From an optimization exercise on the open Yosys and OpenROAD flow, aimed at small area and a short achievable clock period; shortcuts taken in it are not production practice.
Function was checked by simulation only, so behaviour that the tests miss may differ from the original.
Power figures rest on the tool's default switching activity, not on a simulated workload.

Design hard_drive_controller, start of the top module:
module hard_drive_controller (
  input  logic        clock,
  input  logic        reset_n,
  input  logic        request,
  input  logic        write_enable,
  input  logic [6:0]  track,
  input  logic [13:0] sector,
  input  logic [31:0] data_write,
  output logic        ready,
  output logic        done,
  output logic        error,
  output logic [31:0] data_read,
  output logic [6:0]  head_track
);
For scale: ~10000 cells after synthesis, about 120000 um2 of cells after synthesis.
Settings: LEC_CHECK=0, CAP_MARGIN=10, CORE_MARGIN=2, CORE_UTILIZATION=55, CTS_CLUSTER_DIAMETER=80, CTS_CLUSTER_SIZE=30, SETUP_SLACK_MARGIN=2.6, SLEW_MARGIN=20; clock period 5.5 ns.
run.sh (not shown) runs the stock make flow with config.mk's settings and CLKGATE_MAP_FILE= SYNTH_SCRIPT=/design/flow/synth_recipe.tcl, a recipe that flattens the netlist after the stock synthesis.
Rerun with:
- SETUP_SLACK_MARGIN: 2.6 -> 2.4
The new run passed the timing, DRC and antenna checks.
Worst setup slack degrades by 240 ps.
Power barely changes.
First-iteration DRC count goes up slightly.
Core utilization stays flat.
Hold slack degrades by 140 ps.
Clock skew goes down by 4.7 ps.
Final area hardly moves.
Rerun with:
- SETUP_SLACK_MARGIN: 2.4 -> 3.0
The changed run completed without violations.
Hold slack is better by 38 ps.
Sequential share of layout area decreases by 1.8 points.
Count of clock-buffer cells in the layout increases by 7.
Non-clock buffer count increases by 159.
Power increases slightly.
Final cell count increases slightly.
Cell area increases by a few percent.
Setup slack is better by 410 ps.


## job 101
hard_drive_controller, a different RTL version from the one above (not shown whole).
Size in the first run: ~4400 flip-flops, ~99 I/O pins.
## hard_drive_controller
module hard_drive_controller (
  input  logic        clock,
  input  logic        reset_n,
  input  logic        request,
  input  logic        write_enable,
  input  logic [6:0]  track,
  input  logic [13:0] sector,
  input  logic [31:0] data_write,
  output logic        ready,
  output logic        done,
  output logic        error,
  output logic [31:0] data_read,
  output logic [6:0]  head_track
);
Settings: LEC_CHECK=0, CAP_MARGIN=10, CORE_MARGIN=2, CORE_UTILIZATION=55, CTS_CLUSTER_DIAMETER=80, CTS_CLUSTER_SIZE=30, SETUP_SLACK_MARGIN=2.85, SLEW_MARGIN=20, TNS_END_PERCENT=30; clock period 5.5 ns.
What job 102 does differently from job 101 at the input level:
Settings: SETUP_SLACK_MARGIN now 2.75, was 2.85; TNS_END_PERCENT no longer set, was 30.
--- outcome ---
- Job 102 ran in full, but the layout does not pass; the checks complain about antenna violations.
- Delta (job 102 minus job 101): clock power neither gained nor lost much, final HPWL from detailed placement lost 1.4%.
- [compare] base=job 101 new=job 102: utilization moved down, clock-buffer cell count saw an increase, register-to-register path setup slack now sits at about the same level, pin count of the biggest net entering global routing grew by 5.
- Delta (job 102 minus job 101): length of routed met2 wiring went down by about 1.4%, proportion of power drawn by the clock network went up by 0.4 points.
- The sum of met3 wire segment lengths after detailed routing reported for job 102 is smaller than that of job 101 by about 16%.
- In terms of count of different cell masters after synthesis, job 101 and job 102 differ only marginally.
Changes in job 103 relative to job 102:
Settings: a change of CTS_CLUSTER_SIZE from 30 to 28; a change of SETUP_SLACK_MARGIN from 2.75 to 2.85; a change of CTS_CLUSTER_DIAMETER from 80 to 75; an added PLACE_DENSITY of 0.72.
==> results.txt <==
Job 103 finished end to end and its layout was clean on timing, DRC and antenna.
Per the comparison of job 103 with job 102, worst setup slack fell 0.052 ns; wire length fell 3.1%; multiplexer fraction of the synthesized cell area about even.
Changes observed in job 103 relative to job 102: clock network power consumption has increased; global placer's final weighted congestion increased 2.7%.


hard_drive_controller again, from the RTL that the note above started with.
Settings: LEC_CHECK=0, CAP_MARGIN=15, CORE_MARGIN=2, CORE_UTILIZATION=55, CTS_CLUSTER_DIAMETER=80, CTS_CLUSTER_SIZE=30, SETUP_SLACK_MARGIN=2.85, SLEW_MARGIN=20; clock period 5.5 ns.
Then changed:
--- a/flow/config.mk
+++ b/flow/config.mk
@@ -8 +8 @@
-export CAP_MARGIN = 15
+export CAP_MARGIN = 10
@@ -11,2 +11,2 @@
-export CTS_CLUSTER_DIAMETER = 80
-export CTS_CLUSTER_SIZE = 30
+export CTS_CLUSTER_DIAMETER = 75
+export CTS_CLUSTER_SIZE = 28
Routed wire length hardly moves.
Final area stays flat.
Worst hold slack gets better by 0.0082 ns.
Synthesized cell count does not change.
Clock skew fell by 0.025 ns.
Then changed:
--- a/flow/config.mk
+++ b/flow/config.mk
@@ -11,3 +11,3 @@
-export CTS_CLUSTER_DIAMETER = 75
-export CTS_CLUSTER_SIZE = 28
-export SETUP_SLACK_MARGIN = 2.85
+export CTS_CLUSTER_DIAMETER = 80
+export CTS_CLUSTER_SIZE = 30
+export SETUP_SLACK_MARGIN = 2.95
What happened: The changed run completed with no timing, DRC or antenna violations; die area does not change; wire length came out higher by about 6%; worst setup slack gets worse by 0.032 ns.
Then changed:
--- a/flow/config.mk
+++ b/flow/config.mk
@@ -10 +10 @@
-export CORE_UTILIZATION = 55
+export CORE_UTILIZATION = 56
@@ -13 +13 @@
-export SETUP_SLACK_MARGIN = 2.95
+export SETUP_SLACK_MARGIN = 2.85
The changed run ran to the end with no violations.
Final area fell by about 0.9%.
Global-route usage climbs by 1.0 points.
Total power came out lower by about 0.8%.

separate check: timing with driven ports:
In the flow no input, the clock included, has a driving cell. The finished layouts below were timed again as built, in two steps. Step 1 assumes that a clkbuf_16 drives the clock port and a buf_2 every other input. Step 2 adds t to the input delays and takes it off the output delays; t is the mean of the earliest and latest rising clock arrival at the registers after step 1. Input paths then give back, and output paths get back, about the clock's delay inside the block. Three values: ideal, step 1, step 2; two values: the first two.
run	t (ns)	slack for setup (ns)	slew at the worst register clock pin (ns)
the first run of note 1	0.950	2.668 / 2.573 / 1.797	0.12 / 0.12
the second run of note 1	0.945	2.424 / 2.328 / 1.628	0.12 / 0.12
the third run of note 1	0.955	2.837 / 2.747 / 2.233	0.12 / 0.12
job 101	0.990	2.748 / 2.724 / 1.910	0.12 / 0.12
job 102	0.941	2.761 / 2.695 / 1.940	0.12 / 0.12
job 103	0.976	2.709 / 2.690 / 1.896	0.11 / 0.11
the first run of note 3	0.952	2.796 / 2.774 / 2.075	0.12 / 0.12
the second run of note 3	0.965	2.848 / 2.761 / 2.091	0.11 / 0.11
the third run of note 3	0.979	2.816 / 2.723 / 2.019	0.12 / 0.12
the fourth run of note 3	0.964	2.675 / 2.675 / 2.058	0.12 / 0.12
For the first run of note 1, which loses most, drivers alone change the setup slack by -0.095 ns; drivers and shift together by -0.871 ns.
